Context: an optimization exercise on an open-source flow, tuned for small area. The choices shown serve that exercise and are no tape-out recipe. Function was checked by simulation only, so behaviour that the tests miss may differ from the original.

==> inputs of trial 54 <==
==> flow/design.v (excerpt) <==
module trafficGenerator
(
	input logic update,
	input logic rst,
	input logic moveTick,
	input logic [9:0] xCount,
	input logic [9:0] yCount,
	output logic [115-1:0] traffic
);
	localparam [3:0] NONE = 4'd7;
	logic [9:0] ph1;
	logic [8:0] ph2;
	logic oddCar;
	logic spd2, left;
	assign spd2 = (yCount >= 10'd96 && yCount < 10'd160) || (yCount >= 10'd192 && yCount < 10'd224)
		|| (yCount >= 10'd296 && yCount < 10'd320) || (yCount >= 10'd344 && yCount < 10'd416);
	assign left = (yCount >= 10'd120 && yCount < 10'd224) || yCount >= 10'd320;
	logic [3:0] laneCode;
	always_comb
	begin
		laneCode = NONE;
		if (yCount > 10'd74 && yCount < 10'd91) laneCode = 4'd0;
		if (yCount > 10'd99 && yCount < 10'd116) laneCode = 4'd8;
		if (yCount > 10'd124 && yCount < 10'd141) laneCode = 4'd9;
		if (yCount > 10'd174 && yCount < 10'd191) laneCode = 4'd1;
		if (yCount > 10'd199 && yCount < 10'd216) laneCode = 4'd10;
		if (yCount > 10'd224 && yCount < 10'd241) laneCode = 4'd2;
		if (yCount > 10'd274 && yCount < 10'd291) laneCode = 4'd3;
		if (yCount > 10'd299 && yCount < 10'd316) laneCode = oddCar ? 4'd15 : 4'd14;
		if (yCount > 10'd324 && yCount < 10'd341) laneCode = 4'd4;
		if (yCount > 10'd349 && yCount < 10'd366) laneCode = 4'd11;
		if (yCount > 10'd399 && yCount < 10'd416) laneCode = 4'd12;
		if (yCount > 10'd424 && yCount < 10'd441) laneCode = 4'd5;
	end
	function automatic logic [10:0] fastAdd(input logic [10:0] a, input logic [10:0] b, input logic cin);
		logic [10:0] g, p, gg, pp, gn, pn;
		g = a & b;
		p = a ^ b;
		gg = g;
		pp = p;
		gg[0] = g[0] | (p[0] & cin);
		for (int d = 1; d < 11; d = d * 2)
		begin
			gn = gg;
			pn = pp;
  ...
==> flow/config.mk <==
export PLATFORM = sky130hd
export DESIGN_NAME = trafficGenerator
export DESIGN_NICKNAME = trafficGenerator
export VERILOG_FILES = /design/flow/design.v
export SDC_FILE = /design/flow/constraint.sdc
export NUM_CORES = 4
export LEC_CHECK = 0
export ABC_AREA = 1
export CAP_MARGIN = 10
export CORE_MARGIN = 2
export CORE_UTILIZATION = 50
export CTS_BUF_LIST = sky130_fd_sc_hd__clkbuf_8
export CTS_CLUSTER_DIAMETER = 200
export CTS_CLUSTER_SIZE = 50
export SLEW_MARGIN = 10
==> flow/constraint.sdc <==
create_clock -name core_clock -period 5.0 [get_ports {update}]
set_input_delay 1.0000 -clock core_clock [delete_from_list [all_inputs] [get_ports {update}]]
set_output_delay 1.0000 -clock core_clock [all_outputs]
set_load 0.01 [all_outputs]
standard.sh (not shown) runs the stock make flow with config.mk's settings and CLKGATE_MAP_FILE= SYNTH_SCRIPT=/design/flow/synth_recipe.tcl, a recipe that flattens the netlist after the stock synthesis.
==> flow/flow/run.sh <==
#!/bin/bash
# The standard layout (as standard.sh runs it) with these changes:
#  - synthesis maps the logic with ABC's area script flow/area.abc (flow/synth.tcl),
#  - ports are buffered with sky130_fd_sc_hd__buf_1 instead of the flow's pick,
#  - after the floorplan, the constant outputs share one tie cell (flow/merge_ties.tcl).
# Each tool's output goes to a log here (make.log, merge_ties.log, write_def.log);
# ORFS's own logs stay under orfs/logs.
set -euo pipefail
W=$PWD
export AREA_ABC_SCRIPT=$W/flow/area.abc
export BUFFER_PORTS_ARGS="-buffer_cell sky130_fd_sc_hd__buf_1"
R=$W/orfs/results/$FLOW_PLATFORM/trafficGenerator/base
orfs() {
  make -C "$FLOW_HOME" DESIGN_CONFIG="$W/config.mk" WORK_HOME="$W/orfs" CLKGATE_MAP_FILE= \
    SYNTH_SCRIPT="$W/flow/synth.tcl" "$@"
}
orfs floorplan > "$W/make_floorplan.log" 2>&1
TIE_ODB=$R/2_floorplan.odb openroad -no_init -exit "$W/flow/merge_ties.tcl" > "$W/merge_ties.log" 2>&1
orfs finish > "$W/make.log" 2>&1
: # left out here: write the final layout as DEF
==> flow/flow/merge_ties.tcl <==
# Drive all constant outputs from one tie cell: the floorplan gives each constant
# load a tie cell of its own.
read_db $::env(TIE_ODB)
set block [ord::get_db_block]
set keep {}
set merged 0
foreach inst [$block getInsts] {
  if {[[$inst getMaster] getName] ne "sky130_fd_sc_hd__conb_1"} { continue }
  set hiTerm [$inst findITerm HI]
  set loTerm [$inst findITerm LO]
  if {[$hiTerm getNet] ne "NULL" || [$loTerm getNet] eq "NULL"} { continue }
  set net [$loTerm getNet]
  if {$keep eq {}} { set keep $net; continue }
  foreach it [$net getITerms] {
    if {[$it getInst] eq $inst} { continue }
    $it disconnect
    $it connect $keep
  }
  foreach bt [$net getBTerms] {
    $bt disconnect
    $bt connect $keep
  }
  $loTerm disconnect
  odb::dbInst_destroy $inst
  odb::dbNet_destroy $net
  incr merged
}
if {$keep ne {}} { puts "merged $merged tie cells into [$keep getName]" }
write_db $::env(TIE_ODB)
Other scripts of this flow, unchanged in this note and not shown: flow/flow/area.abc, flow/flow/synth.tcl
==> inputs of build 95, as changes to trial 54 <==
PLACE_DENSITY = 0.75   (was unset)
==> inputs of build 12, as changes to trial 54 <==
==> flow/flow/run.sh (replaced) <==
#!/bin/bash
# The standard layout (as standard.sh runs it) with two changes:
#  - synthesis maps the logic with ABC's area script flow/area.abc (flow/synth.tcl),
#  - ports are buffered with sky130_fd_sc_hd__buf_1 instead of the flow's pick.
# Every tool's output goes to make.log here; ORFS's own logs stay under orfs/logs.
set -euo pipefail
W=$PWD
export AREA_ABC_SCRIPT=$W/flow/area.abc
export BUFFER_PORTS_ARGS="-buffer_cell sky130_fd_sc_hd__buf_1"
make -C "$FLOW_HOME" DESIGN_CONFIG="$W/config.mk" WORK_HOME="$W/orfs" CLKGATE_MAP_FILE= \
  SYNTH_SCRIPT="$W/flow/synth.tcl" finish > "$W/make.log" 2>&1
R=$W/orfs/results/$FLOW_PLATFORM/trafficGenerator/base
: # left out here: write the final layout as DEF
removed: flow/flow/merge_ties.tcl
==> flow_summary.yaml <==
status:
  status: "no timing/DRC/antenna violations"
cells_and_area:
  num-multi-input-gates: 615
  design_area_mm2: 0.005380
  finish.utilization: 0.6110
  finalNonFillerCells: 913
worst_setup_path:
  crit_slowest_cell: "fa_2"
placement:
  place_area_mm2: 0.005167
worst_hold_path:
  hp-start: "oddCar"
drt:
  wirelength_um: 15490
clocking:
  cts_resized: 5
global_route:
  met2_usage: 0.5099
  met1_usage: 0.3891
timing:
  layout_setup_ws_ns: 0.1820
(the above is from build 12)
==> flow_summary.yaml <==
placement:
  place_area_mm2: 0.005074
cells_and_area:
  design_area_mm2: 0.005223
  finish.utilization: 0.5931
  finalNonFillerCells: 884
  num-multi-input-gates: 582
global_route:
  met1_usage: 0.3572
clocking:
  cts_resized: 3
  cts_hold_buf: 0
  clk_pin_slew_ns: 0.08
  cts_max_level: 2
  tritoncts: "built"
status:
  status: "no timing/DRC/antenna violations"
yosys:
  synth_commonest_cells: "nor2_1 (133), nand2_1 (71), a21oi_1 (52), dfxtp_1 (39), nor3_1 (39)"
timing:
  layout_setup_ws_ns: 0.1911
worst_setup_path:
  crit_slowest_cell: "fa_2"
(the above is from build 95)
==> flow_summary.yaml <==
cells_and_area:
  num-multi-input-gates: 582
  finish.utilization: 0.5889
  finalNonFillerCells: 876
drt:
  wirelength_um: 15230
placement:
  place_area_mm2: 0.005014
clocking:
  cts_resized: 4
status:
  status: "no timing/DRC/antenna violations"
worst_hold_path:
  hp-start: "oddCar"
timing:
  layout_setup_ws_ns: 0.1081
worst_setup_path:
  crit_slowest_cell: "a311oi_1"
global_route:
  met1_usage: 0.3782
  met2_usage: 0.4958
(the above is from trial 54)

-- re-timing with driven ports --
Ports are ideal in the flow. The routed layouts listed here were re-timed in OpenROAD. Step 1 (the two cells are an assumption about what drives the block):
set clk [get_ports {update}]
set_driving_cell -lib_cell sky130_fd_sc_hd__clkbuf_16 $clk
set_driving_cell -lib_cell sky130_fd_sc_hd__buf_2 [delete_from_list [all_inputs] $clk]
Step 2 adds t to the input delays and takes it off the output delays; t is the mean of the earliest and latest rising clock arrival at the registers after step 1. Input paths then give back, and output paths get back, about the clock's delay inside the block. Slacks: ideal / step 1 / step 2; pairs: ideal / step 1.
run	shift t [ns]	slack for setup (ns)	hold slack, ns	pins driven straight from the clock port
trial 54	0.315	0.108 / 0.076 / 0.382	0.476 / 0.476 / 0.476	1
build 95	0.331	0.191 / 0.160 / 0.317	0.532 / 0.532 / 0.532	1
build 12	0.325	0.182 / 0.148 / 0.284	0.485 / 0.485 / 0.485	1
After both steps setup and hold are still met in every run listed.
